This is an optimization exercise on Yosys and OpenROAD, whose aim is small area, a short achievable clock period and few clock cycles per item, not a production implementation.
At most, simulation tests tie the RTL to the original design; equivalence was not proved.
The RTL of runs 1 and 2 was laid out without a check of its function.
Power figures rest on the tool's default switching activity, not on a simulated workload.

[flow/run.sh]
#!/bin/bash
# Standard layout with two changes: port buffers are plain buf_2 cells, and
# after placement the reset port buffer keeps only the gates of s_ready and
# busy, while a new buffer drives the rest of the reset net (flow/iso.tcl).
set -e
export BUFFER_PORTS_ARGS="-buffer_cell sky130_fd_sc_hd__buf_2"
bash standard.sh place > standard_place.log 2>&1
RES=$PWD/orfs/results/sky130hd/mlp_sequencer/base
RES=$RES OUT=$RES/3_place.odb openroad -no_init -exit flow/iso.tcl > iso.log 2>&1
bash standard.sh finish > standard_finish.log 2>&1
[flow/iso.tcl]
# Give the reset port's fast path to s_ready/busy a buffer of its own: the
# port buffer keeps only the gates that feed those two outputs, and a new
# buffer drives the rest of the reset net.
set res $::env(RES)
read_db $res/3_place.odb
read_liberty /OpenROAD-flow-scripts/flow/platforms/sky130hd/lib/sky130_fd_sc_hd__tt_025C_1v80.lib
set block [ord::get_db_block]
set rport [$block findBTerm rstn]
set rnet [$rport getNet]
# port buffer: the one instance on the port net
set ib ""
foreach it [$rnet getITerms] { set ib [$it getInst] }
set onet ""
foreach it [$ib getITerms] { if {[$it isOutputSignal]} { set onet [$it getNet] } }
puts "reset port buffer [$ib getName] drives [$onet getName] with [llength [$onet getITerms]] pins"
# cells in the fan-in of the s_ready and busy ports, a few levels deep
proc fanin_insts {net depth} {
  set res {}
  if {$depth == 0} { return $res }
  foreach it [$net getITerms] {
    if {[$it isOutputSignal]} {
      set inst [$it getInst]
      lappend res [$inst getName]
      foreach iit [$inst getITerms] {
        if {[$iit isInputSignal] && [$iit getNet] ne "NULL"} {
          set res [concat $res [fanin_insts [$iit getNet] [expr {$depth - 1}]]]
        }
      }
    }
  }
  return $res
}
set keep {}
foreach p {s_ready busy} {
  set keep [concat $keep [fanin_insts [[$block findBTerm $p] getNet] 3]]
}
set keep [lsort -unique $keep]
puts "keep on port buffer: $keep"
set loads {}
set bx 0; set by 0; set n 0
foreach it [$onet getITerms] {
  if {[$it isInputSignal]} {
    set in [[$it getInst] getName]
    if {[lsearch $keep $in] < 0} {
      lappend loads "$in/[[$it getMTerm] getName]"
    }
  }
}
puts "moving [llength $loads] loads"
set loc [[$ib getBBox] xMin]
set x [expr {[[$ib getBBox] xMin] / 1000.0}]
set y [expr {[[$ib getBBox] yMin] / 1000.0}]
insert_buffer -buffer_cell sky130_fd_sc_hd__buf_4 -net [$onet getName] -load_pins $loads -location [list $x $y] -buffer_name rst_tree_buf
detailed_placement
check_placement
write_db $::env(OUT)
[standard.sh]
#!/bin/bash
# synth_recipe.tcl (not shown) runs the flow's synth.tcl, then flattens the netlist and writes it again
# the make line also repeats each setting of config.mk as NAME=value (left out here)
make -C /OpenROAD-flow-scripts/flow DESIGN_CONFIG=/design/flow/config.mk WORK_HOME=/design/flow/orfs CLKGATE_MAP_FILE= SYNTH_SCRIPT=/design/flow/synth_recipe.tcl "${@:-finish}"
[config.mk]
export PLATFORM = sky130hd
export DESIGN_NAME = mlp_sequencer
export DESIGN_NICKNAME = mlp_sequencer
export VERILOG_FILES = /design/flow/design.v
export SDC_FILE = /design/flow/constraint.sdc
export NUM_CORES = 4
export LEC_CHECK = 0
export CAP_MARGIN = 20
export CORE_MARGIN = 2
export CORE_UTILIZATION = 40
export CTS_BUF_LIST = sky130_fd_sc_hd__clkbuf_16
export CTS_CLUSTER_DIAMETER = 150
export CTS_CLUSTER_SIZE = 30
export SETUP_SLACK_MARGIN = 4.2
export SLEW_MARGIN = 20
[constraint.sdc]
create_clock -name core_clock -period 8.0 [get_ports {clk}]
set_input_delay 1.6000 -clock core_clock [delete_from_list [all_inputs] [get_ports {clk}]]
set_output_delay 1.6000 -clock core_clock [all_outputs]
set_load 0.01 [all_outputs]
[design.v]
module mlp_sequencer #(
   parameter int N1        = 98,
   parameter int N2        = 10,
   parameter int W_K       = 4,
   parameter int W_X       = 8,
   parameter int W_OUT     = 16,
   parameter int ACT_SHIFT = 4,
   parameter int OUT_SHIFT = 8
) (
   input  logic                         clk,
   input  logic                         rstn,
   input  logic                         s_valid,
   output logic                         s_ready,
   input  logic [W_X-1:0]               s_data,
   output logic                         m_valid,
   input  logic                         m_ready,
   output logic [W_OUT-1:0]             m_data,
   output logic                         busy,
   output logic [1:0]                   w_sel,
   output logic [$clog2(N2+1)-1:0]      w_neuron,
   output logic [$clog2(N1/2+1)-1:0]    w_idx,
   input  logic [W_K-1:0]               w_data,
   output logic [W_K-1:0]               tanh_idx,
   input  logic [W_OUT-1:0]             tanh_data
);
   localparam int HALF   = N1 / 2;
   localparam int NEU_W  = $clog2(N2 + 1);
   localparam int IDX_W  = $clog2(N1 / 2 + 1);
   localparam int ACC1_W = W_X + W_K + $clog2(N1 + 2) - 1;    
   localparam int ACC2_W = W_OUT + W_K + $clog2(N2 + 1) - 1;  
   localparam int XW     = (W_OUT > W_X) ? W_OUT : W_X;
   localparam int TAP    = 2;    
   localparam logic signed [ACC1_W-1:0] T_MAX = ACC1_W'(2 ** (W_K - 1) - 1);
   localparam logic signed [ACC1_W-1:0] T_MIN = ACC1_W'(-(2 ** (W_K - 1)));
   logic                     r_l2;       
   logic                     r_out;      
   logic                     r_act;      
   logic [3:0]               r_pcnt;     
   logic                     r_first;    
   logic [1:0]               r_sel;
   logic [NEU_W-1:0]         r_neu;      
   logic [IDX_W-1:0]         r_idx;
   logic signed [XW-1:0]     r_x;        
   logic [W_K-1:0]           r_t;
   logic [ACC2_W-ACC1_W-1:0] r_yh;       
   logic                     r_m_valid;
   logic [N2*ACC1_W-1:0]     r_ring;
   logic                     r_mz, r_m2;  
   logic                     r_rdy;      
   logic                     r_neg0, r_one0, r_two0, r_neg1, r_one1, r_two1;
   logic                     w_bias, w_rdy, w_acc, w_last, w_mac, w_xld;
   logic [3:0]               w_pcnt;
   logic signed [XW-1:0]     w_x;
   logic [NEU_W-1:0]         w_neu_n;
   logic signed [ACC1_W-1:0] w_head, w_tap, w_sh;
   logic signed [ACC2_W-1:0] w_y;
   logic signed [ACC2_W-1:0] w_a, w_sum;
   logic [W_K-1:0]           w_t;
   assign w_head  = r_ring[ACC1_W-1:0];
   assign w_y     = {r_yh, r_ring[N2*ACC1_W-1 -: ACC1_W]};
   assign w_tap   = r_ring[TAP*ACC1_W +: ACC1_W];
   assign w_bias  = r_idx == IDX_W'(HALF);
   assign w_rdy   = r_rdy;
   assign w_acc   = s_valid && w_rdy;
   assign w_last  = r_pcnt == 4'd9;
   assign w_mac   = r_l2 || (!r_out && (r_act || w_bias || w_acc));
   always_comb begin
      if (r_l2 || r_out) w_pcnt = (r_pcnt == 4'd13) ? r_pcnt : r_pcnt + 1'b1;
      else if (!r_act) w_pcnt = 4'd1;
      else if (w_last && w_bias && r_sel != 2'd0) w_pcnt = '0;
      else w_pcnt = r_pcnt + 1'b1;
   end
   always_comb begin
      w_xld = 1'b1;
      w_x   = $signed(tanh_data);
      if (r_out) begin
         w_xld = r_pcnt == 4'd12;
         w_x   = XW'(w_y >>> OUT_SHIFT);
      end else if (!r_l2) begin
         w_xld = !r_act;
         w_x   = w_bias ? XW'(1) : XW'($signed(s_data));
      end else if (r_pcnt == 4'd10) begin
         w_x   = XW'(1);
      end
   end
   assign w_neu_n = (r_neu == NEU_W'(N2 - 1)) ? '0 : r_neu + 1'b1;
   assign s_ready  = rstn && w_rdy;
   assign busy     = rstn && !w_rdy;
   assign w_sel    = r_sel;
   assign w_neuron = r_neu;
   assign w_idx    = r_idx;
   assign tanh_idx = r_t;
   assign m_valid  = r_m_valid;
   assign m_data   = r_x;
   logic [XW:0]      b_x, b_x2, b_pp0, b_pp1;
   assign b_x    = {r_x[XW-1], r_x};
   assign b_x2   = {r_x, 1'b0};
   assign b_pp0  = (({(XW+1){r_one0}} & b_x) | ({(XW+1){r_two0}} & b_x2)) ^ {(XW+1){r_neg0}};
   assign b_pp1  = (({(XW+1){r_one1}} & b_x) | ({(XW+1){r_two1}} & b_x2)) ^ {(XW+1){r_neg1}};
   assign w_a    = r_mz ? '0 : r_m2 ? w_y : ACC2_W'(w_head);
   assign w_sum  = w_a + ACC2_W'($signed(b_pp0)) + ACC2_W'($signed({b_pp1, 2'b00}))
                 + ACC2_W'({r_neg1, 1'b0, r_neg0});
   always_comb begin
      w_sh = w_tap >>> ACT_SHIFT;
      if (w_sh > T_MAX)      w_t = W_K'(2 ** W_K - 1);
      else if (w_sh < T_MIN) w_t = '0;
      else                   w_t = W_K'(w_sh) ^ W_K'(2 ** (W_K - 1));
   end
   always_ff @(posedge clk) begin
      r_ring <= {w_sum[ACC1_W-1:0], r_ring[N2*ACC1_W-1:ACC1_W]};
      r_neg0 <= w_mac & w_data[1];
      r_one0 <= w_mac & w_data[0];
      r_two0 <= w_mac & w_data[1] & ~w_data[0];
      r_neg1 <= w_mac & w_data[3] & ~(w_data[2] & w_data[1]);
      r_one1 <= w_mac & (w_data[2] ^ w_data[1]);
      r_two1 <= w_mac & ((w_data[3] & ~w_data[2] & ~w_data[1]) | (~w_data[3] & w_data[2] & w_data[1]));
      r_pcnt <= w_pcnt;
      r_mz   <= r_l2 ? r_pcnt == 4'd0 : r_first;
      r_m2   <= r_l2;
      if (w_xld) r_x <= w_x;
      r_t    <= w_t;
      r_yh   <= w_sum[ACC2_W-1:ACC1_W];
   end
   always_ff @(posedge clk) begin
      if (!rstn) begin
         r_l2      <= 1'b0;
         r_out     <= 1'b0;
         r_act     <= 1'b0;
         r_first   <= 1'b1;
         r_sel     <= '0;
         r_neu     <= '0;
         r_idx     <= '0;
         r_m_valid <= 1'b0;
         r_rdy     <= 1'b1;
      end else begin
         r_neu <= w_neu_n;
         if (r_out && r_pcnt == 4'd12) r_m_valid <= 1'b1;
         else if (m_ready) r_m_valid <= 1'b0;
         if (r_out) begin
            if (r_pcnt == 4'd13 && m_ready) begin
               r_out <= 1'b0;
               r_rdy <= 1'b1;
            end
         end else if (r_l2) begin
            r_idx <= IDX_W'(w_neu_n);
            if (r_pcnt == 4'd9) begin
               r_idx <= IDX_W'(N2);
            end else if (r_pcnt == 4'd10) begin
               r_l2    <= 1'b0;
               r_out   <= 1'b1;
               r_first <= 1'b1;
               r_sel   <= '0;
               r_idx   <= '0;
            end
         end else if (!r_act) begin
            if (w_bias) begin
               r_act <= 1'b1;
               r_rdy <= 1'b0;
            end else if (w_acc) begin
               if (|s_data) begin
                  r_act <= 1'b1;
                  r_rdy <= 1'b0;
               end else begin
                  r_idx <= r_idx + 1'b1;
                  r_rdy <= r_idx != IDX_W'(HALF - 1);
               end
            end
         end else if (w_last) begin
            r_act   <= 1'b0;
            r_first <= 1'b0;
            if (!w_bias) begin
               r_idx <= r_idx + 1'b1;
               r_rdy <= r_idx != IDX_W'(HALF - 1);
            end else if (r_sel == 2'd0) begin
               r_sel <= 2'd1;
               r_idx <= '0;
               r_rdy <= 1'b1;
            end else begin
               r_l2  <= 1'b1;
               r_sel <= 2'd2;
               r_idx <= IDX_W'(w_neu_n);
            end
         end
      end
   end
endmodule
==> out/metrics.cfg, run 1 <==
[final_layout]
layout-drive-gt1-share = 0.144
final_util = 0.458
fin_cells = 1133
fin_area_um2 = 10000
syn2layout_area_growth_pct = 12.5
nNetsFinal = 958
antenna_cells = 0

[power_and_ir_drop]
p_int_mw = 2.24
combPwrFrac = 0.218
p_sw_mw = 0.918
p_sw_frac = 0.291
power_density_nw_per_um2 = 316
power_leakage_nw = 4.13
pwr-share-clk = 0.187
vdd_drop_max_uv = 130
p_seq_frac = 0.595

[floorplanning]
start_util = 0.407
die_h_um = 153
dieArea_um2 = 23400
coreArea_um2 = 21800
die-width_um = 153
ios = 67
num_rows = 54

[synth]
synth_edf_count = 20
avgSynthCellArea_um2 = 11.2
synth_area_um2 = 8890
ys_warn_count = 1
ys_seq_area_frac = 0.552
synth_seq_cells = 235
syn_inst = 791
ys.flop_type = dfxtp_1
ys_types = 57
async_flop_share = 0
synth_fp_nets = 896

[grt]
antenna_found_initial = 0
first_global_vias = 5279
grt_pass1_wl_um = 28800
grt_use_total = 0.153
grt-ovfl-total = 0
grt_start_max_net_pins = 39

[route]
wl_per_cell_um = 16.1
dr.pass1.iters = 7
routed_wl_um = 18300
via_per_inst = 5.03
drtAntennaViolNets = 0
drc = 0
drt_iter0_markers = 408
vias = 5695

[placed_design]
portBuffers = 66
placed_cell_area_um2 = 9480
place_congestion = 0.861
dp_hpwl_um = 13400
dp_cells = 1108

[setup_path]
slowest_delay_ps = 210
crit_path_end_kind = primary output
arrival_ps = 2070
worstPathRequired_ps = 6400
path_max_fanout = 3
critPathSlowestCell = nor2b_1
timing.critical_path.mode_cell = buf_2
cp-start-kind = input pin
crit_chain = buf_2 -> nor2b_1 -> buf_2
crit_type = in2out

[clocking]
clk_latency_ps = 470
cts_tree = done
clkTransAtPathRegs_ps = 100
h-tree-depth = 1
cts_buffers = 11
cts_root_buffer = clkbuf_16
cts_sinks = 235
clk_path_buf_depth = 3

[run_status]
outcome = timing/DRC/antenna clean

[timing]
fmax_ghz = 0.273
post-route-period-util = 0.458
worst_pin_slew_ps = 611
tns_ps = 0
finalClockSkew_ps = 27.5
slew_violations = 0
maxSlewHeadroom = 0.593
layout_min_cycle_time_ps = 3670
rsz0062_at_grt = no
setup_violations = 0
timing_hold_violations_final = 0

[worst_hold_path]
hp-class = reg2reg

[run]
maxCapViolCount = 0

[layout by cell type, fill, tap and decap left out, types with 9 or more instances in the layout]
cell and instances:
dfxtp_1 208, buf_2 66, nand2_1 58, ha_1 51, xnor2_1 45, nor2_1 41, a21oi_1 37, a22oi_1 35
o21ai_0 34, inv_1 31, fa_1 21, mux2i_1 20, edfxtp_1 20, buf_4 13, clkbuf_16 11, and2_1 10
a21o_1 10, xor2_1 9
[cells by family (layout without fill, tap and decap cells)]
group,Yosys count,in the layout,share of synthesized area
buf+inv,63,125,0.0274
flops,235,235,0.552
simple gates,177,177,0.0988
compound gates,165,165,0.120
xor+xnor,56,56,0.0552
mux,22,22,0.0251
fa+ha+maj,73,73,0.121
[per-stage QoR]
stage               worst slack, ps  power [mW]  hold slack [ps]
floorplan                      4240        2.32              310
global placement               3770        2.54              310
detailed placement             3680        2.55              312
CTS                            4210        3.16              328
global route                   4190        3.37              331
finish                         4330        3.16              319
[per-layer routing]
metal	routed length, um	track usage
met1	8780	0.215
met2	8250	0.250
met3	945	0.0255
met4	301	0.0304
met5	0	0
[flip-flops by register name (all words and copies together) (netlist names), 2 cells and up]
signal,flops
r_neu,4
r_idx,6
r_yh,5
r_pcnt,4
r_ring,180
r_t,4
r_x,16
r_sel,2
[area by class of cell]
class	instances	area [um2]
tap	280	350
multi-input combinational	493	3830
sequential	235	4930
timing repair buffer	82	500
fill	2050	11800
clock inverter	2	10.0
clock buffer	11	275
inverter	30	113
[path summary, 6_finish.rpt]
path,from,end,slack (ps),cells after the start
min reg2reg,r_ring[78]$_DFF_P_,r_ring[60]$_DFF_P_,320,0
min,r_ring[78]$_DFF_P_,r_ring[60]$_DFF_P_,320,0
max,rstn,busy,4330,3
max reg2reg,r_m2$_DFF_P_,r_yh[2]$_DFF_P_,4360,15
[critical path, delay by kind of cell]
family	cells	cell delay, ps
AND/OR/NAND/NOR	1	210
buffers and inverters	2	260
[synth_stat cells, types with 4 or more instances]
| master | instances | share of area |
|---|---|---|
| nor2_1 | 42 | 0.018 |
| a22oi_1 | 36 | 0.030 |
| nor3_1 | 4 | 0.0023 |
| and3_1 | 8 | 0.0056 |
| a21oi_1 | 40 | 0.023 |
| xor2_1 | 10 | 0.0099 |
| and2_1 | 10 | 0.0070 |
| nand2_1 | 58 | 0.024 |
| nand4_1 | 6 | 0.0042 |
| ha_1 | 51 | 0.072 |
| nor2b_1 | 8 | 0.0056 |
| o21a_1 | 4 | 0.0034 |
| nand3_1 | 8 | 0.0045 |
| xnor2_1 | 46 | 0.045 |
| dfxtp_1 | 215 | 0.48 |
| fa_1 | 22 | 0.050 |
| or3_1 | 4 | 0.0028 |
| mux2i_1 | 20 | 0.023 |
| a31oi_1 | 6 | 0.0042 |
| edfxtp_1 | 20 | 0.068 |
| nand2b_1 | 5 | 0.0035 |
| inv_1 | 30 | 0.013 |
| nor4_1 | 7 | 0.0049 |
| clkbuf_1 | 29 | 0.012 |
| a21o_1 | 10 | 0.0084 |
| o21ai_0 | 37 | 0.021 |
[what timing repair did]
item                       CTS  global route
buffers inserted             1             9
resized for setup           15            16
hold buffers                 0             0
pin swaps                    1             4
gates cloned                 1             0
setup endpoints to repair   10             6
[power by group through the flow]
| stage | Sequential, mW | Combinational (mW) | Clock [mW] |
|---|---|---|---|
| global route | 1.93 | 0.773 | 0.661 |
| global placement | 1.90 | 0.641 | 0 |
| CTS | 1.89 | 0.659 | 0.613 |
| finish | 1.88 | 0.689 | 0.591 |
| detailed placement | 1.91 | 0.648 | 0 |
| floorplan | 1.81 | 0.505 | 0 |
==> run 2, diff against run 1 <==
--- a/config.mk
+++ b/config.mk
@@ -11,5 +11,5 @@
 export CTS_BUF_LIST = sky130_fd_sc_hd__clkbuf_16
 export CTS_CLUSTER_DIAMETER = 150
 export CTS_CLUSTER_SIZE = 30
-export SETUP_SLACK_MARGIN = 4.2
+export SETUP_SLACK_MARGIN = 4.45
 export SLEW_MARGIN = 20
==> out/metrics.cfg, run 2 <==
[synth]
avgSynthCellArea_um2 = 11.2  ; unchanged
synth_fp_nets = 896  ; unchanged
yosysMostFrequentCell = dfxtp_1
synth_top_family_by_area = adder cells
synth_area_um2 = 8890  ; unchanged
ys.flop_type = dfxtp_1
yosys-top-cells-area = dfxtp_1 (48%), ha_1 (7.2%), edfxtp_1 (6.8%)
synth_top_area_cell = dfxtp_1
synth_fa_ha_area_frac = 0.121  ; unchanged
synth_edf_count = 20  ; unchanged
synth-compound-area-share = 0.120  ; unchanged
syn_inst = 791  ; unchanged
synth_top_cells_by_count = dfxtp_1 (215), nand2_1 (58), ha_1 (51)
synth_top_cell_area_share = 0.484  ; unchanged
synthMuxAreaShare = 0.0251  ; unchanged
synth_seq_cells = 235  ; unchanged
synth-simple-area-share = 0.0988  ; unchanged
synthXorXnorAreaFrac = 0.0552  ; unchanged
async_flop_share = 0  ; unchanged
ys_types = 57  ; unchanged
ys_seq_area_frac = 0.552  ; unchanged
ys_warn_count = 1  ; unchanged

[timing]
layout_min_cycle_time_ps = 3560  ; -109 ps
slew_violations = 0  ; unchanged
setup_violations = 0  ; unchanged
tns_ps = 0  ; unchanged
rsz0062_at_grt = yes
fmax_ghz = 0.281  ; +3.1%
finalClockSkew_ps = 18.4  ; -9.11 ps
maxSlewHeadroom = 0.572  ; -0.0202
hold_ws_ps = 322  ; +2.75 ps
worst_pin_slew_ps = 641  ; +29.5 ps
timing_hold_violations_final = 0  ; unchanged
post-route-period-util = 0.445  ; -0.0137

[clocking]
clkTransAtPathRegs_ps = 110  ; about the same
clk_latency_ps = 470  ; about the same
cts_sinks = 235  ; unchanged
clk_path_buf_depth = 3  ; unchanged
cts_root_buffer = clkbuf_16
h-tree-depth = 1  ; unchanged
cts_buffers = 11  ; unchanged
cts_tree = done

[setup_path]
crit_chain = buf_8 -> and2_4 -> buf_6
critPathSlowestCell = and2_4
crit_path_end_kind = primary output
cp-start-kind = input pin
worstPathRequired_ps = 6400  ; about the same
ff2ff_setup_slack_ps = 4460  ; +100 ps
arrival_ps = 1960  ; -110 ps
slowest_delay_ps = 150  ; -60 ps
crit_type = in2out
path_max_fanout = 3  ; unchanged

[route]
drt_iter0_markers = 371  ; -9.1%
dr.pass1.iters = 8  ; +1
via_per_inst = 5.13  ; +2.0%
drtAntennaViolNets = 0  ; unchanged
vias = 5910  ; +3.8%
routed_wl_um = 20000  ; +9.7%
drc = 0  ; unchanged
wl_per_cell_um = 17.4  ; +7.8%

[grt]
antenna_found_initial = 1  ; +1
grt_start_max_net_pins = 32  ; -18%
grt_use_total = 0.170  ; +0.0174
grt_pass1_wl_um = 31800  ; +10%
grt-ovfl-total = 0  ; unchanged
first_global_vias = 5695  ; +7.9%

[final_layout]
mostFrequentLayoutCell = dfxtp_1
reg_top3 = r_ring: 180 flops, r_x: 16 flops, r_idx: 6 flops
top_register = r_ring
layout-drive-gt1-share = 0.184  ; +0.0402
final_util = 0.471  ; +0.0124
nNetsFinal = 977  ; +2.0%
final_cell_mix = dfxtp_1 (210), buf_2 (63), nand2_1 (58), xnor2_1 (45), ha_1 (44)
final.fill_count = 2040  ; -0.49%
antenna_cells = 0  ; unchanged
syn2layout_area_growth_pct = 15.6
largest_reg_flops = 180  ; unchanged

[power_and_ir_drop]
power_density_nw_per_um2 = 316  ; about the same
vdd_drop_max_uv = 125  ; -4.0%
power_leakage_nw = 4.22  ; +2.3%

[worst_hold_path]
hp-class = reg2reg

[run_status]
outcome = timing/DRC/antenna clean

[floorplanning]
start_util = 0.407  ; unchanged
coreArea_um2 = 21800  ; unchanged
die_h_um = 153  ; unchanged
ios = 67  ; unchanged
dieArea_um2 = 23400  ; unchanged
num_rows = 54  ; unchanged
die-width_um = 153  ; unchanged

[placed_design]
place_congestion = 0.869  ; +0.85%
dp_hpwl_um = 14600  ; +9.0%
portBuffers = 66  ; unchanged

[run]
maxCapViolCount = 0  ; unchanged

run 2: cell counts after synthesis:
Identical to the previous run, type by type.
run 2: path summary, 6_finish.rpt:
kind / from / end / depth (start not counted)
max reg2reg: r_m2$_DFF_P_ / r_yh[2]$_DFF_P_ / 15
min: r_ring[92]$_DFF_P_ / r_ring[74]$_DFF_P_ / 0
max: rstn / s_ready / 3
min reg2reg: r_ring[92]$_DFF_P_ / r_ring[74]$_DFF_P_ / 0
run 2: cells by family (layout without fill, tap and decap cells):
logic type      Yosys count  after routing
compound gates          165            165
fa+ha+maj                73             73
mux                      22             22
simple gates            177            177
buf+inv                  63            145
xor+xnor                 56             56
flops                   235            235
run 2: repair_timing:
item	in CTS	in global routing
hold buffers	0	0
cloned	0	0
resized for setup	29	22
setup buffers	13	15
endpoints found under the setup margin	16	12
pin swaps	4	20
run 2: cell type report:
type / instances / area, um2 / area share
well taps: 280 / 350 / 0.0341
clock inverters: 3 / 15.0 / 0.00146
clock buffers: 11 / 275 / 0.0268
repair buffers: 101 / 641 / 0.0623
inverters: 30 / 116 / 0.0113
flip-flops and latches: 235 / 4920 / 0.479
multi-input cells: 493 / 3950 / 0.385
run 2: worst max-delay path: cells and delay by family:
family,cells,cell delay [ps]
AND/OR/NAND/NOR,1,150
buffers and inverters,2,210
run 2: power by group:
part	internal, mW	switching, mW
clock network	0.252	0.343
registers	1.67	0.222
logic	0.349	0.402
total	2.28	0.968
run 2: per-layer routing:
metal	vias up	wire length, um	GRT usage
li1	2898	-	-
met1	2803	9580	0.252
met2	188	8850	0.265
met3	19	1350	0.0281
met4	2	244	0.0322
met5	-	11	0
run 2: per-stage QoR:
| step | std cells | total power, mW | area [um2] | setup WS, ps |
|---|---|---|---|---|
| final | 1153 | 3.24 | 10300 | 4440 |
| after detailed placement | 1110 | 2.60 | 9550 | 3960 |
| after global placement | 1110 | 2.58 | 9550 | 4010 |
| after CTS | 1138 | 3.23 | 10100 | 4440 |
| after global routing | 1153 | 3.44 | 10300 | 4310 |
| after floorplan | 791 | 2.33 | 8970 | 4400 |
==> run 3, diff against run 2 <==
--- a/design.v
+++ b/design.v
@@ -92,14 +92,20 @@
    assign tanh_idx = r_t;
    assign m_valid  = r_m_valid;
    assign m_data   = r_x;
-   logic [XW:0]      b_x, b_x2, b_pp0, b_pp1;
+   logic [XW:0]          b_x, b_x2, b_pp0, b_pp1;
+   logic [ACC2_W-1:0]    c_r1, c_r2, c_s, c_c;
    assign b_x    = {r_x[XW-1], r_x};
    assign b_x2   = {r_x, 1'b0};
    assign b_pp0  = (({(XW+1){r_one0}} & b_x) | ({(XW+1){r_two0}} & b_x2)) ^ {(XW+1){r_neg0}};
    assign b_pp1  = (({(XW+1){r_one1}} & b_x) | ({(XW+1){r_two1}} & b_x2)) ^ {(XW+1){r_neg1}};
    assign w_a    = r_mz ? '0 : r_m2 ? w_y : ACC2_W'(w_head);
-   assign w_sum  = w_a + ACC2_W'($signed(b_pp0)) + ACC2_W'($signed({b_pp1, 2'b00}))
-                 + ACC2_W'({r_neg1, 1'b0, r_neg0});
+   assign c_r1   = {4'b1111, ~b_pp0[XW], b_pp0[XW], b_pp0[XW], b_pp0[XW-1:0]};
+   assign c_r2   = {4'b0000, ~b_pp1[XW], b_pp1[XW-1:0], r_neg1, r_neg0};
+   assign c_s    = w_a ^ c_r1 ^ c_r2;
+   assign c_c    = (w_a & c_r1) | (w_a & c_r2) | (c_r1 & c_r2);
+   logic [ACC2_W:0] c_sum;
+   assign c_sum  = {c_s, r_neg1} + {c_c[ACC2_W-2:0], r_neg1, r_neg1};
+   assign w_sum  = c_sum[ACC2_W:1];
    always_comb begin
       w_sh = w_tap >>> ACT_SHIFT;
       if (w_sh > T_MAX)      w_t = W_K'(2 ** W_K - 1);
--- a/config.mk
+++ b/config.mk
@@ -9,7 +9,7 @@
 export CORE_MARGIN = 2
 export CORE_UTILIZATION = 40
 export CTS_BUF_LIST = sky130_fd_sc_hd__clkbuf_16
-export CTS_CLUSTER_DIAMETER = 150
-export CTS_CLUSTER_SIZE = 30
+export CTS_CLUSTER_DIAMETER = 120
+export CTS_CLUSTER_SIZE = 25
 export SETUP_SLACK_MARGIN = 4.45
 export SLEW_MARGIN = 20
==> out/metrics.cfg, run 3 <==
[final_layout]
syn2layout_area_growth_pct = 12.2
mostFrequentLayoutCell = dfxtp_1
nNetsFinal = 957  ; -2.0%
final_util = 0.458  ; -0.0127
layout-drive-gt1-share = 0.156  ; -0.0280
antenna_cells = 0  ; unchanged
fin_area_um2 = 10000  ; -2.7%
final_cell_mix = dfxtp_1 (208), buf_2 (64), inv_1 (57), nand2_1 (54)
top_register = r_ring
largest_reg_flops = 180  ; unchanged
reg_top3 = r_ring: 180 flops, r_x: 16 flops, r_idx: 6 flops
final.fill_count = 2046  ; +0.29%
fin_cells = 1156  ; +0.26%

[floorplanning]
start_util = 0.408  ; +0.000860
die-width_um = 153  ; +0.10%
ios = 67  ; unchanged
num_rows = 54  ; unchanged
die_h_um = 153  ; +0.10%
dieArea_um2 = 23500  ; +0.20%
coreArea_um2 = 21800  ; unchanged

[setup_path]
arrival_ps = 1950  ; about the same
worstPathRequired_ps = 6400  ; about the same
cp-start-kind = input pin
crit_path_end_kind = primary output
path_max_fanout = 3  ; unchanged
crit_chain = buf_6 -> and2_4 -> buf_6
crit_type = in2out
slowest_delay_ps = 150  ; about the same
path_buf_inv = 2  ; unchanged
critPathSlowestCell = and2_4
cp_top_family = buffers and inverters
timing.critical_path.mode_cell = buf_6

[clocking]
cts_buffers = 13  ; +2
clk_latency_ps = 490  ; +20 ps
cts_hold_buffers = 0  ; unchanged
h-tree-depth = 1  ; unchanged
clk_path_buf_depth = 3  ; unchanged
clkTransAtPathRegs_ps = 90  ; -20 ps
cts_root_buffer = clkbuf_16
cts_sinks = 235  ; unchanged
cts_tree = done

[grt]
grt-ovfl-total = 0  ; unchanged
antenna_found_initial = 0  ; -1
grt_use_total = 0.161  ; -0.00879
grt_pass1_wl_um = 30700  ; -3.4%
grt_start_max_net_pins = 45  ; +41%
first_global_vias = 5750  ; +0.97%

[synth]
ys_types = 62  ; +8.8%
synth_edf_count = 20  ; unchanged
synth_seq_cells = 235  ; unchanged
synth_top_cell_area_share = 0.483  ; -0.00102
yosysMostFrequentCell = dfxtp_1
synth_top_cells_by_count = dfxtp_1 (215), nand2_1 (54), inv_1 (53)
avgSynthCellArea_um2 = 10.9  ; -3.1%
ys_warn_count = 1  ; unchanged
yosys-top-cells-area = dfxtp_1 (48%), edfxtp_1 (6.7%), ha_1 (4.8%)
synth_top_area_cell = dfxtp_1
synth_fp_nets = 902  ; +0.67%
synth_area_um2 = 8910  ; +0.21%
syn_inst = 818  ; +3.4%
ys.flop_type = dfxtp_1
ys_seq_area_frac = 0.551  ; -0.00116
async_flop_share = 0  ; unchanged

[placed_design]
place_ws_ps = 3910  ; -58.7 ps
dp_hpwl_um = 13500  ; -7.9%
placed_cell_area_um2 = 9480  ; -0.72%
portBuffers = 66  ; unchanged
dp_cells = 1133  ; +2.1%
place_congestion = 0.871  ; +0.26%

[timing]
fmax_ghz = 0.282  ; +0.14%
layout_min_cycle_time_ps = 3550  ; -4.98 ps
worst_pin_slew_ps = 767  ; +126 ps
maxSlewHeadroom = 0.484  ; -0.0883
post-route-period-util = 0.444  ; -0.000622
rsz0062_at_grt = yes
slew_violations = 0  ; unchanged
tns_ps = 0  ; unchanged
timing_hold_violations_final = 0  ; unchanged
finalClockSkew_ps = 34.4  ; +16.1 ps
fin_ws_ps = 4450  ; +4.98 ps
setup_violations = 0  ; unchanged

[run_status]
outcome = timing/DRC/antenna clean

[run]
maxCapViolCount = 0  ; unchanged

[route]
wl_per_cell_um = 16.3  ; -6.4%
routed_wl_um = 18800  ; -6.1%
vias = 5915  ; +0.085%
via_per_inst = 5.12  ; -0.18%
drtAntennaViolNets = 0  ; unchanged
drt_iter0_markers = 243  ; -35%
dr.pass1.iters = 4  ; -4
drc = 0  ; unchanged

[power_and_ir_drop]
vdd_drop_max_uv = 119  ; -5.0%
power_leakage_nw = 4.16  ; -1.4%
power_density_nw_per_um2 = 315  ; about the same

[worst_hold_path]
hp-class = reg2reg

-- run 3: cell count changes in the layout (fill, tap and decap cells not counted), sizes merged, moves of 17 or more --
cell,delta
buf,-27
xor2,+29
ha,-17
xnor2,-24
or2,+17
inv,+27
-- run 3: timing repair --
action | CTS | global route
gates resized for setup | 16 | 16
cloned | 0 | 0
setup buffers | 2 | 2
setup endpoints to repair | 16 | 9
pin swaps | 1 | 3
-- run 3: routing by layer --
metal / vias to the layer above / wire length (um) / GRT usage
met2: 114 / 8560 / 0.258
li1: 2915 / - / -
met3: 24 / 794 / 0.0221
met5: - / 0 / 0
met4: 0 / 305 / 0.0406
met1: 2862 / 9160 / 0.232
-- run 3: through the flow --
step	power [mW]	hold slack, ps
3_5_place_dp	2.48	312
3_3_place_gp	2.47	310
4_1_cts	3.16	325
6_report	3.15	323
2_1_floorplan	2.24	310
5_1_grt	3.34	334
-- run 3: cell families (layout without fill, tap and decap cells) --
logic type	count (synthesis)	in the layout	synth area share
xor gates and xnor gates	61	61	0.0600
muxes	18	18	0.0202
DFF	235	235	0.551
AOI/OAI and AO/OA	188	188	0.142
adders and majority gates	52	52	0.0882
and+or+nand+nor	176	176	0.100
buffers and inverters	88	146	0.0386
-- run 3: report_power, final --
part	leakage, nW	total, mW	switching [mW]	internal (mW)
sequential	2.02	1.91	0.219	1.69
clock	0.189	0.666	0.365	0.301
combinational	1.96	0.579	0.333	0.246
total	4.16	3.15	0.917	2.24
-- run 3: cell type report --
class                           instances  area, um2  share of cell area
Sequential cell                       235       4920               0.492
Inverter                               54        203              0.0203
Clock buffer                           13        325              0.0325
Multi-Input combinational cell        495       3760               0.376
Tap cell                              280        350              0.0350
Timing Repair Buffer                   74        407              0.0407
Clock inverter                          5       31.3             0.00313
-- run 3: worst paths after layout --
check	start	end	slack, ps	cells past startpoint
hold / removal	r_ring[80]$_DFF_P_	r_ring[62]$_DFF_P_	320	0
setup / recovery	rstn	s_ready	4450	3
setup reg to reg	r_m2$_DFF_P_	r_yh[4]$_DFF_P_	4590	13
hold reg to reg	r_ring[80]$_DFF_P_	r_ring[62]$_DFF_P_	320	0
-- run 3: worst reg2reg max path, delay by kind of cell (launching register included) --
kind	cells	cell delay (ps)
AO/OA/AOI/OAI	5	1220
adder cells (fa/ha/maj)	2	890
flip-flops	1	370
buffers and inverters	3	330
AND/OR/NAND/NOR	1	300
XOR/XNOR	1	130
multiplexers	1	120
Testbench counts of run 3, summed over its fixed seeds: cycles 89,766, items 96.
==> run 4, diff against run 3 <==
--- a/config.mk
+++ b/config.mk
@@ -9,7 +9,7 @@
 export CORE_MARGIN = 2
 export CORE_UTILIZATION = 40
 export CTS_BUF_LIST = sky130_fd_sc_hd__clkbuf_16
-export CTS_CLUSTER_DIAMETER = 120
-export CTS_CLUSTER_SIZE = 25
+export CTS_CLUSTER_DIAMETER = 150
+export CTS_CLUSTER_SIZE = 30
 export SETUP_SLACK_MARGIN = 4.45
 export SLEW_MARGIN = 20
==> out/metrics.cfg, run 4 <==
[route]
routed_wl_um = 18800  ; -0.24%
wl_per_cell_um = 16.2  ; -0.24%
via_per_inst = 5.09  ; -0.61%
vias = 5879  ; -0.61%
dr.pass1.iters = 5  ; +1
drc = 0  ; unchanged
drt_iter0_markers = 332  ; +37%
drtAntennaViolNets = 0  ; unchanged

[final_layout]
nNetsFinal = 959  ; +0.21%
reg_top3 = r_ring: 180 flops, r_x: 16 flops, r_idx: 6 flops
syn2layout_area_growth_pct = 12.3  ; about the same
top_register = r_ring
regArea_um2 = 4920  ; +0.10%
antenna_cells = 0  ; unchanged
layout-drive-gt1-share = 0.166  ; +0.00913
largest_reg_flops = 180  ; unchanged
mostFrequentLayoutCell = dfxtp_1
multi_input_area_um2 = 3800  ; +1.0%
final.fill_count = 2049  ; +0.15%
final_cell_mix = dfxtp_1 (208), buf_2 (64), inv_1 (55), nand2_1 (54), xor2_1 (39)
fin_area_um2 = 10000  ; about the same

[worst_hold_path]
min_to = r_ring[142]$_DFF_P_
hp-start = r_ring[160]$_DFF_P_
hp-class = reg2reg
holdPathStages = 0  ; unchanged

[setup_path]
worstRegToRegCells = 13  ; unchanged
startpoint = rstn
cp_top_family = buffers and inverters
crit_chain = buf_6 -> and2_4 -> buf_6
slowest_delay_ps = 150  ; about the same
r2r-start = r_m2$_DFF_P_
crit_path_end_kind = primary output
worstPathRequired_ps = 6400  ; about the same
critPathSlowestCell = and2_4
path_buf_inv = 2  ; unchanged
path_max_fanout = 3  ; unchanged
r2r-end = r_yh[0]$_DFF_P_
cp-start-kind = input pin
timing.critical_path.mode_cell = buf_6
crit_type = in2out
arrival_ps = 1950  ; about the same
ff2ff_setup_slack_ps = 4580  ; about the same

[timing]
maxSlewHeadroom = 0.457  ; -0.0271
tns_ps = 0  ; unchanged
post-route-period-util = 0.444  ; about the same
slew_violations = 0  ; unchanged
worst_pin_slew_ps = 807  ; +40.2 ps
rsz0062_at_grt = yes
fmax_ghz = 0.282  ; about the same
finalClockSkew_ps = 32.0  ; -2.42 ps
timing_hold_violations_final = 0  ; unchanged
layout_min_cycle_time_ps = 3550  ; -0.0400 ps
hold_ws_ps = 321  ; -1.83 ps
setup_violations = 0  ; unchanged

[grt]
grt_start_max_net_pins = 45  ; unchanged
grt-ovfl-total = 0  ; unchanged
antenna_found_initial = 0  ; unchanged
grt_pass1_wl_um = 30300  ; -1.1%
grt_use_total = 0.160  ; -0.00192
first_global_vias = 5704  ; -0.80%

[power_and_ir_drop]
power_density_nw_per_um2 = 309  ; -2.0%
power_leakage_nw = 4.14  ; -0.38%
vdd_drop_max_uv = 127  ; +6.5%

[synth]
ys_seq_area_frac = 0.551  ; unchanged
synth_top_cell_area_share = 0.483  ; unchanged
ys.flop_type = dfxtp_1
synth_seq_cells = 235  ; unchanged
async_flop_share = 0  ; unchanged
syn_inst = 818  ; unchanged
ys_warn_count = 1  ; unchanged
synth_top_area_cell = dfxtp_1
yosys-top-cells-area = dfxtp_1 (48%), edfxtp_1 (6.7%), ha_1 (4.8%)
synth_fp_nets = 902  ; unchanged
synth_top_cells_by_count = dfxtp_1 (215), nand2_1 (54), inv_1 (53)
synth_edf_count = 20  ; unchanged
synth_area_um2 = 8910  ; unchanged
avgSynthCellArea_um2 = 10.9  ; unchanged
ys_types = 62  ; unchanged
yosysMostFrequentCell = dfxtp_1

[clocking]
clk_latency_ps = 480  ; about the same
cts_root_buffer = clkbuf_16
cts_hold_buffers = 0  ; unchanged
clkTransAtPathRegs_ps = 120  ; +30 ps
cts_tree = done
cts_sinks = 235  ; unchanged
cts_buffers = 11  ; -2
h-tree-depth = 1  ; unchanged
clk_path_buf_depth = 3  ; unchanged

[floorplanning]
start_util = 0.408  ; unchanged
die-width_um = 153  ; unchanged
die_h_um = 153  ; unchanged
dieArea_um2 = 23500  ; unchanged
num_rows = 54  ; unchanged
ios = 67  ; unchanged
coreArea_um2 = 21800  ; unchanged

[placed_design]
place_congestion = 0.871  ; unchanged
placed_cell_area_um2 = 9480  ; unchanged
portBuffers = 66  ; unchanged
dp_hpwl_um = 13500  ; unchanged

[run_status]
outcome = timing/DRC/antenna clean

[run]
maxCapViolCount = 0  ; unchanged

-- run 4: cell counts after synthesis --
No cell type changed its count.
-- run 4: layout make-up --
cell class	instances	share of cell area
flip-flops and latches	235	0.492
multi-input cells	495	0.380
repair buffers	78	0.0440
well taps	280	0.0350
clock buffers	11	0.0275
inverters	54	0.0203
clock inverters	3	0.00138
-- run 4: timing repair --
action	in CTS	in global routing
pin swaps	0	5
setup buffers	2	6
endpoints found under the setup margin	16	10
resized for setup	17	24
-- run 4: metal layers --
layer	part of all wire	track usage	routed length, um	vias to the layer above
met5	0	0	0	-
met4	0.013	0.0370	250	0
met3	0.049	0.0210	925	16
met1	0.48	0.233	9100	2802
li1	-	-	-	2915
met2	0.45	0.253	8490	146
-- run 4: how the worst max path moves through the flow --
stage / slack (ps) / to / cells past startpoint
2_1_floorplan: 4390 / r_yh[4]$_DFF_P_ / 13
3_3_place_gp: 4010 / r_yh[1]$_DFF_P_ / 13
3_5_place_dp: 3910 / r_yh[1]$_DFF_P_ / 13
4_1_cts: 4440 / s_ready / 3
5_1_grt: 4390 / r_yh[0]$_DFF_P_ / 12
6_report: 4450 / s_ready / 3
-- run 4: where the power goes --
group	internal [mW]	leakage, nW	switching (mW)
logic	0.252	1.98	0.340
clock network	0.253	0.151	0.343
registers	1.69	2.02	0.217
-- run 4: worst register-to-register path: stages (launching register included) --
cell and delay [ps]:
dfxtp_4 380, buf_8 160, mux2i_1 120, or2_2 290
fa_1 550, inv_1 50, ha_2 320, a21oi_2 200
o211ai_1 150, a221oi_2 400, nand2_1 160, a31oi_2 230
o221ai_1 140, xor2_1 160
-- run 4: cells by family after synthesis --
kind of cell    count (synthesis)  share of synthesized area
compound gates                188                      0.142
xor+xnor                       61                     0.0600
simple gates                  176                      0.100
mux                            18                     0.0202
flops                         235                      0.551
fa+ha+maj                      52                     0.0882
buf+inv                        88                     0.0386
-- run 4: metrics by stage --
stage / std cells / setup slack, ps / util / power, mW
2_1_floorplan: 818 / 4390 / - / 2.24
3_3_place_gp: 1133 / 4010 / 0.434 / 2.47
3_5_place_dp: 1133 / 3910 / 0.434 / 2.48
4_1_cts: 1150 / 4440 / 0.451 / 3.08
5_1_grt: 1156 / 4390 / 0.459 / 3.28
6_report: 1156 / 4450 / 0.459 / 3.09
==> run 5, diff against run 4 <==
--- a/design.v
+++ b/design.v
@@ -29,7 +29,7 @@
    localparam int ACC1_W = W_X + W_K + $clog2(N1 + 2) - 1;    
    localparam int ACC2_W = W_OUT + W_K + $clog2(N2 + 1) - 1;  
    localparam int XW     = (W_OUT > W_X) ? W_OUT : W_X;
-   localparam int TAP    = 2;    
+   localparam int TAP    = 1;    
    localparam logic signed [ACC1_W-1:0] T_MAX = ACC1_W'(2 ** (W_K - 1) - 1);
    localparam logic signed [ACC1_W-1:0] T_MIN = ACC1_W'(-(2 ** (W_K - 1)));
    logic                     r_l2;       
@@ -41,7 +41,6 @@
    logic [NEU_W-1:0]         r_neu;      
    logic [IDX_W-1:0]         r_idx;
    logic signed [XW-1:0]     r_x;        
-   logic [W_K-1:0]           r_t;
    logic [ACC2_W-ACC1_W-1:0] r_yh;       
    logic                     r_m_valid;
    logic [N2*ACC1_W-1:0]     r_ring;
@@ -89,7 +88,7 @@
    assign w_sel    = r_sel;
    assign w_neuron = r_neu;
    assign w_idx    = r_idx;
-   assign tanh_idx = r_t;
+   assign tanh_idx = w_t;
    assign m_valid  = r_m_valid;
    assign m_data   = r_x;
    logic [XW:0]          b_x, b_x2, b_pp0, b_pp1;
@@ -124,7 +123,6 @@
       r_mz   <= r_l2 ? r_pcnt == 4'd0 : r_first;
       r_m2   <= r_l2;
       if (w_xld) r_x <= w_x;
-      r_t    <= w_t;
       r_yh   <= w_sum[ACC2_W-1:ACC1_W];
    end
    always_ff @(posedge clk) begin
--- a/config.mk
+++ b/config.mk
@@ -9,7 +9,7 @@
 export CORE_MARGIN = 2
 export CORE_UTILIZATION = 40
 export CTS_BUF_LIST = sky130_fd_sc_hd__clkbuf_16
-export CTS_CLUSTER_DIAMETER = 150
-export CTS_CLUSTER_SIZE = 30
+export CTS_CLUSTER_DIAMETER = 120
+export CTS_CLUSTER_SIZE = 25
 export SETUP_SLACK_MARGIN = 4.45
 export SLEW_MARGIN = 20
==> out/metrics.cfg, run 5 <==
[route]
routed_wl_um = 18000  ; -4.2%
via_per_inst = 5.01  ; -1.5%
vias = 5747  ; -2.2%
wl_per_cell_um = 15.7  ; -3.4%
dr.pass1.iters = 5  ; unchanged
drt_iter0_markers = 271  ; -18%
drtAntennaViolNets = 0  ; unchanged
drc = 0  ; unchanged

[timing]
finalClockSkew_ps = 39.7  ; +7.64 ps
setup_violations = 0  ; unchanged
worst_pin_slew_ps = 637  ; -170 ps
rsz0062_at_grt = yes
timing_hold_violations_final = 0  ; unchanged
layout_min_cycle_time_ps = 3570  ; +15.1 ps
post-route-period-util = 0.446  ; +0.00189
fmax_ghz = 0.280  ; -0.42%
maxSlewHeadroom = 0.569  ; +0.112
tns_ps = 0  ; unchanged
slew_violations = 0  ; unchanged

[setup_path]
cp_top_family = compound AO/OA/AOI/OAI gates
crit_path_end_kind = register
worstPathRequired_ps = 8370  ; +1970 ps
cp-start-kind = register
crit_chain = o21ai_0 -> xnor2_2 -> fa_1 -> ha_1 -> a21oi_1 -> o21ai_0 -> a221oi_2 -> o21a_1 -> o41ai_2 -> a2111oi_2 -> nor4_2
path_buf_inv = 0  ; -2
path_max_fanout = 16  ; +13
slowest_delay_ps = 540  ; +390 ps
arrival_ps = 3940  ; +1990 ps
critPathSlowestCell = dfxtp_2
timing.critical_path.mode_cell = o21ai_0
crit_type = reg2reg

[clocking]
cts_tree = done
clk_path_buf_depth = 3  ; unchanged
h-tree-depth = 1  ; unchanged
clk_latency_ps = 480  ; about the same
cts_root_buffer = clkbuf_16
clkTransAtPathRegs_ps = 100  ; -20 ps
cts_buffers = 13  ; +2
cts_sinks = 231  ; -1.7%

[floorplanning]
die-width_um = 152  ; -0.93%
die_h_um = 152  ; -0.93%
num_rows = 54  ; unchanged
ios = 67  ; unchanged
dieArea_um2 = 23000  ; -1.9%
start_util = 0.404  ; -0.00404
coreArea_um2 = 21600  ; -0.93%

[final_layout]
fin_area_um2 = 9880  ; -1.3%
final_cell_mix = dfxtp_1 (204), nand2_1 (72), buf_2 (63), inv_1 (55), a22oi_1 (40)
antenna_cells = 0  ; unchanged
syn2layout_area_growth_pct = 13.0
nNetsFinal = 949  ; -1.0%
largest_reg_flops = 180  ; unchanged
mostFrequentLayoutCell = dfxtp_1
reg_top3 = r_ring: 180 flops, r_x: 16 flops, r_idx: 6 flops
layout-drive-gt1-share = 0.156  ; -0.00982
top_register = r_ring

[grt]
first_global_vias = 5532  ; -3.0%
grt_pass1_wl_um = 29400  ; -3.1%
grt_use_total = 0.156  ; -0.00363
antenna_found_initial = 0  ; unchanged
grt_start_max_net_pins = 31  ; -31%
grt-ovfl-total = 0  ; unchanged

[synth]
synth_top_cells_by_count = dfxtp_1 (211), nand2_1 (72), inv_1 (52)
synth_area_um2 = 8740  ; -1.9%
synth_top_cell_area_share = 0.483  ; about the same
synth_top_area_cell = dfxtp_1
synth_edf_count = 20  ; unchanged
yosysMostFrequentCell = dfxtp_1
ys.flop_type = dfxtp_1
async_flop_share = 0  ; unchanged
ys_types = 67  ; +8.1%
synth_fp_nets = 885  ; -1.9%
ys_seq_area_frac = 0.552  ; +0.00156
syn_inst = 801  ; -2.1%
yosys-top-cells-area = dfxtp_1 (48%), edfxtp_1 (6.9%), ha_1 (4.9%)
avgSynthCellArea_um2 = 10.9  ; +0.17%
ys_warn_count = 1  ; unchanged
synth_seq_cells = 231  ; -1.7%

[worst_hold_path]
hp-class = reg2reg

[power_and_ir_drop]
power_density_nw_per_um2 = 313  ; +1.4%
vdd_drop_max_uv = 156  ; +23%
total_power_mw = 3.10  ; about the same
power_leakage_nw = 4.16  ; +0.44%

[run]
maxCapViolCount = 0  ; unchanged

[placed_design]
place_congestion = 0.894  ; +2.7%
portBuffers = 66  ; unchanged
placed_cell_area_um2 = 9350  ; -1.4%
dp_hpwl_um = 13200  ; -2.1%

[run_status]
outcome = timing/DRC/antenna clean

==> run 5: cell types whose count changed after synthesis, sizes merged, moves of 3 or more <==
cell,delta
nor2,-9
buf,-6
nor3,-3
a21o,-4
or2,-4
dfxtp,-4
nand4,-4
nand2b,-3
nand2,+18
==> run 5: timing repair <==
item | 4_1_cts | 5_1_grt
pin swaps | 0 | 2
endpoints found under the setup margin | 21 | 12
hold buffers | 0 | 0
setup buffers | 1 | 6
resized for setup | 16 | 11
hold endpoints to repair | 0 | 0
==> run 5: cells by family (layout without fill, tap and decap cells) <==
logic type / after synthesis / in the layout / synth area share
AO/OA/AOI/OAI: 178 / 178 / 0.136
flip-flops: 231 / 231 / 0.552
AND/OR/NAND/NOR: 178 / 178 / 0.103
multiplexers: 21 / 21 / 0.0242
adder cells (fa/ha/maj): 52 / 52 / 0.0899
buffers and inverters: 82 / 148 / 0.0359
XOR/XNOR: 59 / 59 / 0.0591
==> run 5: area by class of cell <==
class | instances | area, um2
Fill cell | 2046 | 11700
Timing Repair Buffer | 79 | 459
Sequential cell | 231 | 4840
Inverter | 52 | 195
Multi-Input combinational cell | 488 | 3680
Clock inverter | 4 | 31.3
Clock buffer | 13 | 325
Tap cell | 280 | 350
==> run 5: final timing paths <==
| kind | from | endpoint | slack, ps | cells after the start |
|---|---|---|---|---|
| worst min-delay path | r_ring[62]$_DFF_P_ | r_ring[44]$_DFF_P_ | 320 | 0 |
| worst min register to register | r_ring[62]$_DFF_P_ | r_ring[44]$_DFF_P_ | 320 | 0 |
| worst max-delay path | r_two0$_DFF_P_ | r_yh[4]$_DFF_P_ | 4430 | 11 |
| worst max register to register | r_two0$_DFF_P_ | r_yh[4]$_DFF_P_ | 4430 | 11 |
==> run 5: per-layer routing <==
metal / GRT usage / wire (um)
met3: 0.0228 / 801
met2: 0.252 / 8280
met4: 0.0432 / 342
met1: 0.220 / 8560
met5: 0 / 0
==> run 5: through the flow <==
stage | setup slack, ps | instances | util | hold WS (ps)
global placement | 3810 | 1122 | 0.432 | 310
global route | 4290 | 1147 | 0.457 | 335
detailed placement | 3840 | 1122 | 0.432 | 312
floorplan | 4460 | 801 | - | 310
finish | 4430 | 1147 | 0.457 | 319
CTS | 4390 | 1141 | 0.452 | 326
==> run 5: where the power goes <==
group / leakage (nW) / switching (mW) / internal, mW
clock: 0.186 / 0.356 / 0.301
combinational: 1.99 / 0.322 / 0.244
sequential: 1.98 / 0.211 / 1.66
Testbench counts of run 5, summed over its fixed seeds: cycles 89,766, items 96.
==> run 6, diff against run 5 <==
==> flow/run.sh (replaced) <==
#!/bin/bash
# Standard layout with two changes: port buffers are plain buf_1 cells, and
# after placement the reset port buffer keeps only the gates of s_ready and
# busy, while a new buffer drives the rest of the reset net (flow/iso.tcl).
set -e
export BUFFER_PORTS_ARGS="-buffer_cell sky130_fd_sc_hd__buf_1"
bash standard.sh place > standard_place.log 2>&1
RES=$PWD/orfs/results/sky130hd/mlp_sequencer/base
RES=$RES OUT=$RES/3_place.odb openroad -no_init -exit flow/iso.tcl > iso.log 2>&1
bash standard.sh finish > standard_finish.log 2>&1
--- a/config.mk
+++ b/config.mk
@@ -11,5 +11,6 @@
 export CTS_BUF_LIST = sky130_fd_sc_hd__clkbuf_16
 export CTS_CLUSTER_DIAMETER = 120
 export CTS_CLUSTER_SIZE = 25
+export PLACE_DENSITY = 0.8
 export SETUP_SLACK_MARGIN = 4.45
 export SLEW_MARGIN = 20
==> out/metrics.cfg, run 6 <==
[setup_path]
crit_chain = buf_6 -> and2_4 -> buf_6
worstPathRequired_ps = 6400  ; -1970 ps
timing.critical_path.mode_cell = buf_6
slowest_delay_ps = 140  ; -400 ps
path_max_fanout = 3  ; -13
crit_path_end_kind = primary output
arrival_ps = 1950  ; -1990 ps
crit_type = in2out
critPathSlowestCell = and2_4
path_buf_inv = 2  ; +2
cp_top_family = buffers and inverters
cp-start-kind = input pin

[final_layout]
final_cell_mix = dfxtp_1 (204), nand2_1 (72), buf_1 (63), inv_1 (55), a22oi_1 (40)
layout-drive-gt1-share = 0.0787  ; -0.0770
largest_reg_flops = 180  ; unchanged
mostFrequentLayoutCell = dfxtp_1
nNetsFinal = 945  ; -0.42%
syn2layout_area_growth_pct = 11.7
fin_area_um2 = 9760  ; -1.2%
reg_top3 = r_ring: 180 flops, r_x: 16 flops, r_idx: 6 flops
final.fill_count = 1985  ; -3.0%
top_register = r_ring
antenna_cells = 0  ; unchanged

[route]
drtAntennaViolNets = 0  ; unchanged
via_per_inst = 5.18  ; +3.3%
drt_iter0_markers = 339  ; +25%
dr.pass1.iters = 5  ; unchanged
wl_per_cell_um = 15.8  ; +0.64%
vias = 5921  ; +3.0%
drc = 0  ; unchanged
routed_wl_um = 18100  ; +0.37%

[placed_design]
dp_hpwl_um = 13100  ; -0.83%
portBuffers = 66  ; unchanged
placed_cell_area_um2 = 9260  ; -0.88%
place_congestion = 0.939  ; +5.0%
place_ws_ps = 3830  ; -16.9 ps

[timing]
finalClockSkew_ps = 25.5  ; -14.1 ps
timing_hold_violations_final = 0  ; unchanged
post-route-period-util = 0.444  ; -0.00202
tns_ps = 0  ; unchanged
slew_violations = 0  ; unchanged
maxSlewHeadroom = 0.469  ; -0.100
fmax_ghz = 0.282  ; +0.46%
setup_violations = 0  ; unchanged
worst_pin_slew_ps = 791  ; +154 ps
layout_min_cycle_time_ps = 3550  ; -16.2 ps
rsz0062_at_grt = yes
fin_ws_ps = 4450  ; +16.2 ps

[synth]
ys_seq_area_frac = 0.552  ; unchanged
avgSynthCellArea_um2 = 10.9  ; unchanged
ys_types = 67  ; unchanged
ys.flop_type = dfxtp_1
synth_seq_cells = 231  ; unchanged
synth_top_cells_by_count = dfxtp_1 (211), nand2_1 (72), inv_1 (52)
synth_fp_nets = 885  ; unchanged
synth_area_um2 = 8740  ; unchanged
syn_inst = 801  ; unchanged
synth_top_cell_area_share = 0.483  ; unchanged
async_flop_share = 0  ; unchanged
yosysMostFrequentCell = dfxtp_1
synth_edf_count = 20  ; unchanged
yosys-top-cells-area = dfxtp_1 (48%), edfxtp_1 (6.9%), ha_1 (4.9%)
ys_warn_count = 1  ; unchanged
synth_top_area_cell = dfxtp_1

[grt]
grt_start_max_net_pins = 31  ; unchanged
antenna_found_initial = 0  ; unchanged
grt_use_total = 0.152  ; -0.00417
grt-ovfl-total = 0  ; unchanged
first_global_vias = 5712  ; +3.3%
grt_pass1_wl_um = 28900  ; -1.8%

[worst_hold_path]
hp-class = reg2reg

[run_status]
outcome = timing/DRC/antenna clean

[power_and_ir_drop]
power_leakage_nw = 3.95  ; -5.1%
power_density_nw_per_um2 = 318  ; +1.5%
total_power_mw = 3.10  ; +0.25%
vdd_drop_max_uv = 141  ; -9.7%

[clocking]
clkTransAtPathRegs_ps = 90  ; about the same
cts_root_buffer = clkbuf_16
cts_tree = done
clk_path_buf_depth = 3  ; unchanged
cts_hold_buffers = 0  ; unchanged
h-tree-depth = 1  ; unchanged
cts_buffers = 13  ; unchanged
clk_latency_ps = 480  ; about the same
cts_sinks = 231  ; unchanged

[floorplanning]
ios = 67  ; unchanged
die-width_um = 152  ; unchanged
dieArea_um2 = 23000  ; unchanged
coreArea_um2 = 21600  ; unchanged
die_h_um = 152  ; unchanged
num_rows = 54  ; unchanged
start_util = 0.404  ; unchanged

[run]
maxCapViolCount = 0  ; unchanged

[run 6: cell counts after synthesis]
Identical to the previous run, type by type.
[run 6: path summary, 6_finish.rpt]
kind,cells past startpoint,to,slack [ps],start
worst max-delay path,3,s_ready,4450,rstn
worst min-delay path,0,r_ring[108]$_DFF_P_,310,r_ring[126]$_DFF_P_
worst max register to register,13,r_yh[4]$_DFF_P_,4530,r_m2$_DFF_P_
worst min register to register,0,r_ring[108]$_DFF_P_,310,r_ring[126]$_DFF_P_
[run 6: layout make-up]
class | instances | area, um2 | share of cell area
sequential | 231 | 4840 | 0.496
clock inverter | 5 | 40.0 | 0.00410
inverter | 52 | 195 | 0.0200
clock buffer | 13 | 325 | 0.0333
multi-input combinational | 488 | 3660 | 0.375
tap | 280 | 350 | 0.0359
timing repair buffer | 75 | 345 | 0.0354
[run 6: what timing repair did]
| item | in CTS | in global routing |
|---|---|---|
| setup endpoints to repair | 16 | 10 |
| endpoints found under the hold margin | 0 | 0 |
| buffers inserted | 1 | 2 |
| resized for setup | 21 | 7 |
| pin swaps | 0 | 2 |
[run 6: layer usage]
metal	vias to the layer above	global-route usage	share of wire
met3	35	0.0260	0.072
met1	2788	0.201	0.44
li1	2873	-	-
met5	-	0	0
met4	0	0.0449	0.022
met2	225	0.255	0.47
[run 6: report_power, final]
group          total, mW  switching, mW  internal [mW]  leakage [nW]
Sequential          1.87          0.210           1.66          1.98
Clock              0.660          0.356          0.304         0.190
Combinational      0.568          0.332          0.237          1.78
Total               3.10          0.899           2.20          3.95
[run 6: kinds of logic after synthesis]
family                   after synthesis  share of synthesized area
multiplexers                          21                     0.0242
AND/OR/NAND/NOR                      178                      0.103
XOR/XNOR                              59                     0.0591
flip-flops                           231                      0.552
adder cells (fa/ha/maj)               52                     0.0899
AO/OA/AOI/OAI                        178                      0.136
buffers and inverters                 82                     0.0359
[run 6: through the flow]
stage | std cells | hold slack [ps] | util
3_5_place_dp | 1122 | 312 | 0.428
4_1_cts | 1142 | 311 | 0.449
2_1_floorplan | 801 | 310 | -
6_report | 1144 | 314 | 0.451
5_1_grt | 1144 | 316 | 0.451
3_3_place_gp | 1122 | 310 | 0.428
==> run 7, diff against run 6 <==
--- a/config.mk
+++ b/config.mk
@@ -11,6 +11,7 @@
 export CTS_BUF_LIST = sky130_fd_sc_hd__clkbuf_16
 export CTS_CLUSTER_DIAMETER = 120
 export CTS_CLUSTER_SIZE = 25
+export GPL_TIMING_DRIVEN = 0
 export PLACE_DENSITY = 0.8
 export SETUP_SLACK_MARGIN = 4.45
 export SLEW_MARGIN = 20
==> out/metrics.cfg, run 7 <==
[run_status]
outcome = timing/DRC/antenna clean

[clocking]
cts_root_buffer = clkbuf_16
h-tree-depth = 1  ; unchanged
clk_path_buf_depth = 3  ; unchanged
clkTransAtPathRegs_ps = 90  ; about the same
clk_latency_ps = 480  ; about the same
cts_buffers = 13  ; unchanged
cts_tree = done
cts_sinks = 231  ; unchanged

[timing]
finalClockSkew_ps = 25.3  ; -0.216 ps
fmax_ghz = 0.282  ; about the same
maxSlewHeadroom = 0.565  ; +0.0966
fin_ws_ps = 4450  ; -0.800 ps
layout_min_cycle_time_ps = 3550  ; +0.800 ps
setup_violations = 0  ; unchanged
worst_pin_slew_ps = 643  ; -148 ps
rsz0062_at_grt = yes
timing_hold_violations_final = 0  ; unchanged
slew_violations = 0  ; unchanged
post-route-period-util = 0.444  ; about the same
tns_ps = 0  ; unchanged

[route]
drtAntennaViolNets = 0  ; unchanged
routed_wl_um = 18600  ; +2.8%
via_per_inst = 5.06  ; -2.3%
met2WireLength_um = 8780  ; +3.3%
vias = 5933  ; +0.20%
met1_length_um = 7960  ; +1.2%
drc = 0  ; unchanged
wl_per_cell_um = 15.8  ; +0.25%
top_layer = met4
dr.pass1.iters = 5  ; unchanged
drt_iter0_markers = 444  ; +31%
wl_met3_um = 1230  ; -5.2%

[worst_hold_path]
min_to = r_ring[84]$_DFF_P_
holdPathStages = 0  ; unchanged
hp-class = reg2reg
hp-start = r_ring[102]$_DFF_P_

[synth]
synth_seq_cells = 231  ; unchanged
synth_top_cells_by_count = dfxtp_1 (211), nand2_1 (72), inv_1 (52)
yosysMostFrequentCell = dfxtp_1
ys_seq_area_frac = 0.552  ; unchanged
ys_warn_count = 1  ; unchanged
synth-simple-area-share = 0.103  ; unchanged
synthMuxAreaShare = 0.0242  ; unchanged
avgSynthCellArea_um2 = 10.9  ; unchanged
synth_top_cell_area_share = 0.483  ; unchanged
synth_fa_ha_area_frac = 0.0899  ; unchanged
synth_top_family_by_area = compound AO/OA/AOI/OAI gates
async_flop_share = 0  ; unchanged
synth-compound-area-share = 0.136  ; unchanged
ys.flop_type = dfxtp_1
ys_types = 67  ; unchanged
yosys-top-cells-area = dfxtp_1 (48%), edfxtp_1 (6.9%), ha_1 (4.9%)
synth_fp_nets = 885  ; unchanged
synth_top_area_cell = dfxtp_1
synthXorXnorAreaFrac = 0.0591  ; unchanged
syn_inst = 801  ; unchanged
synth_edf_count = 20  ; unchanged
synth_area_um2 = 8740  ; unchanged

[placed_design]
dp_cells = 1147  ; +2.2%
place_congestion = 0.956  ; +1.8%
portBuffers = 65  ; -1.5%
place_ws_ps = 3900  ; +72.0 ps
dp_hpwl_um = 13700  ; +5.1%

[floorplanning]
die_h_um = 152  ; unchanged
start_util = 0.404  ; unchanged
coreArea_um2 = 21600  ; unchanged
dieArea_um2 = 23000  ; unchanged
ios = 67  ; unchanged
die-width_um = 152  ; unchanged
num_rows = 54  ; unchanged

[final_layout]
top_register = r_ring
final_cell_mix = dfxtp_1 (207), nand2_1 (72), buf_1 (63), inv_1 (54)
final.fill_count = 1960  ; -1.3%
antenna_cells = 0  ; unchanged
largest_reg_flops = 180  ; unchanged
mostFrequentLayoutCell = dfxtp_1
multi_input_area_um2 = 3750  ; +2.4%
nNetsFinal = 975  ; +3.2%
fin_cells = 1173  ; +2.5%
syn2layout_area_growth_pct = 15.0
regArea_um2 = 4830  ; -0.18%
layout-drive-gt1-share = 0.106  ; +0.0277
reg_top3 = r_ring: 180 flops, r_x: 16 flops, r_idx: 6 flops

[power_and_ir_drop]
total_power_mw = 3.13  ; +0.78%
power_density_nw_per_um2 = 311  ; -2.1%
power_leakage_nw = 4.07  ; +3.0%
vdd_drop_max_uv = 163  ; +16%

[setup_path]
path_max_fanout = 3  ; unchanged
crit_chain = buf_8 -> and2_4 -> buf_6
critPathSlowestCell = and2_4
r2r-end = r_yh[4]$_DFF_P_
slowest_delay_ps = 140  ; about the same
crit_type = in2out
arrival_ps = 1950  ; about the same
crit_path_end_kind = primary output
cp-start-kind = input pin
r2r-start = r_m2$_DFF_P_
worstRegToRegCells = 15  ; +2
ff2ff_setup_slack_ps = 4530  ; about the same
worstPathRequired_ps = 6400  ; about the same
startpoint = rstn

[grt]
grt-ovfl-total = 0  ; unchanged
first_global_vias = 5918  ; +3.6%
grt_pass1_wl_um = 29500  ; +2.3%
grt_start_max_net_pins = 27  ; -13%
grt_use_total = 0.157  ; +0.00559
antenna_found_initial = 0  ; unchanged

[run]
maxCapViolCount = 0  ; unchanged

## run 7: cell counts after synthesis
Identical to the previous run, type by type.
## run 7: area by class of cell
type / count / area share
inverters: 52 / 0.0194
clock buffers: 13 / 0.0324
clock inverters: 4 / 0.00361
plain buffers: 30 / 0.0218
flip-flops and latches: 231 / 0.481
multi-input cells: 488 / 0.374
repair buffers: 75 / 0.0336
well taps: 280 / 0.0349
## run 7: critical path, delay by kind of cell
family	cells	cell delay, ps
buffers and inverters	2	210
and+or+nand+nor	1	140
## run 7: power by group
group	total [mW]	internal (mW)	switching (mW)
Sequential	1.86	1.66	0.198
Clock	0.654	0.303	0.351
Combinational	0.611	0.262	0.349
## run 7: worst max-delay path by stage
stage | end | cells after the start
after global placement | r_yh[4]$_DFF_P_ | 15
after CTS | s_ready | 3
after floorplan | r_yh[4]$_DFF_P_ | 14
after global routing | r_yh[4]$_DFF_P_ | 15
final | s_ready | 3
after detailed placement | r_yh[4]$_DFF_P_ | 15
## run 7: kinds of logic (layout without fill, tap and decap cells)
kind of cell	count (synthesis)	count (layout)
compound gates	178	178
mux	21	21
flops	231	231
xor+xnor	59	59
buf+inv	82	174
simple gates	178	178
fa+ha+maj	52	52
## run 7: per-layer routing
metal	GRT usage	vias up
met2	0.264	190
met3	0.0254	43
li1	-	2936
met4	0.0534	0
met5	0	-
met1	0.207	2764
## run 7: per-stage QoR
step            util  area [um2]  hold slack, ps
6_report       0.465       10000             325
2_1_floorplan      -        8750             310
4_1_cts        0.456        9870             332
5_1_grt        0.465       10000             336
3_5_place_dp   0.433        9360             312
3_3_place_gp   0.432        9350             310
## run 7: repair_timing
action	CTS	global route
gates resized for setup	28	49
pin swaps	6	11
setup buffers	3	5
endpoints found under the setup margin	12	11
hold buffers	0	0

[separate check: timing with driven ports]
How much do the figures lean on ideal ports? The routed layouts below were timed once more, with nothing changed but the port constraints.
Step 1, drivers: a clkbuf_16 drives clk and a buf_2 each remaining input, both assumed.
Step 2, shift: input delay + t, output delay - t, t = (earliest + latest rising clock arrival at the registers) / 2. This alone moves slack from input paths to output paths.
Three values: ideal ports, drivers, drivers and shift; two values: the first two.
run | t (ns) | setup WS [ns] | hold WS [ns] | latest minus earliest clock arrival (ns)
run 1 | 0.504 | 4.334 / 4.312 / 4.312 | 0.319 / 0.319 / 0.319 | 0.031 / 0.031
run 2 | 0.512 | 4.443 / 4.403 / 4.380 | 0.322 / 0.322 / 0.322 | 0.022 / 0.022
run 3 | 0.518 | 4.448 / 4.414 / 4.414 | 0.323 / 0.323 / 0.323 | 0.035 / 0.034
run 4 | 0.512 | 4.448 / 4.414 / 4.414 | 0.321 / 0.321 / 0.321 | 0.032 / 0.033
run 5 | 0.509 | 4.433 / 4.417 / 4.290 | 0.319 / 0.319 / 0.319 | 0.040 / 0.040
run 6 | 0.512 | 4.449 / 4.417 / 4.174 | 0.314 / 0.314 / 0.314 | 0.026 / 0.027
run 7 | 0.514 | 4.449 / 4.393 / 4.191 | 0.325 / 0.325 / 0.325 | 0.026 / 0.025
After both steps every run listed still meets setup and hold. The setup slack of run 6, which loses most, moves by -0.032 ns with the drivers and by -0.275 ns with both steps.
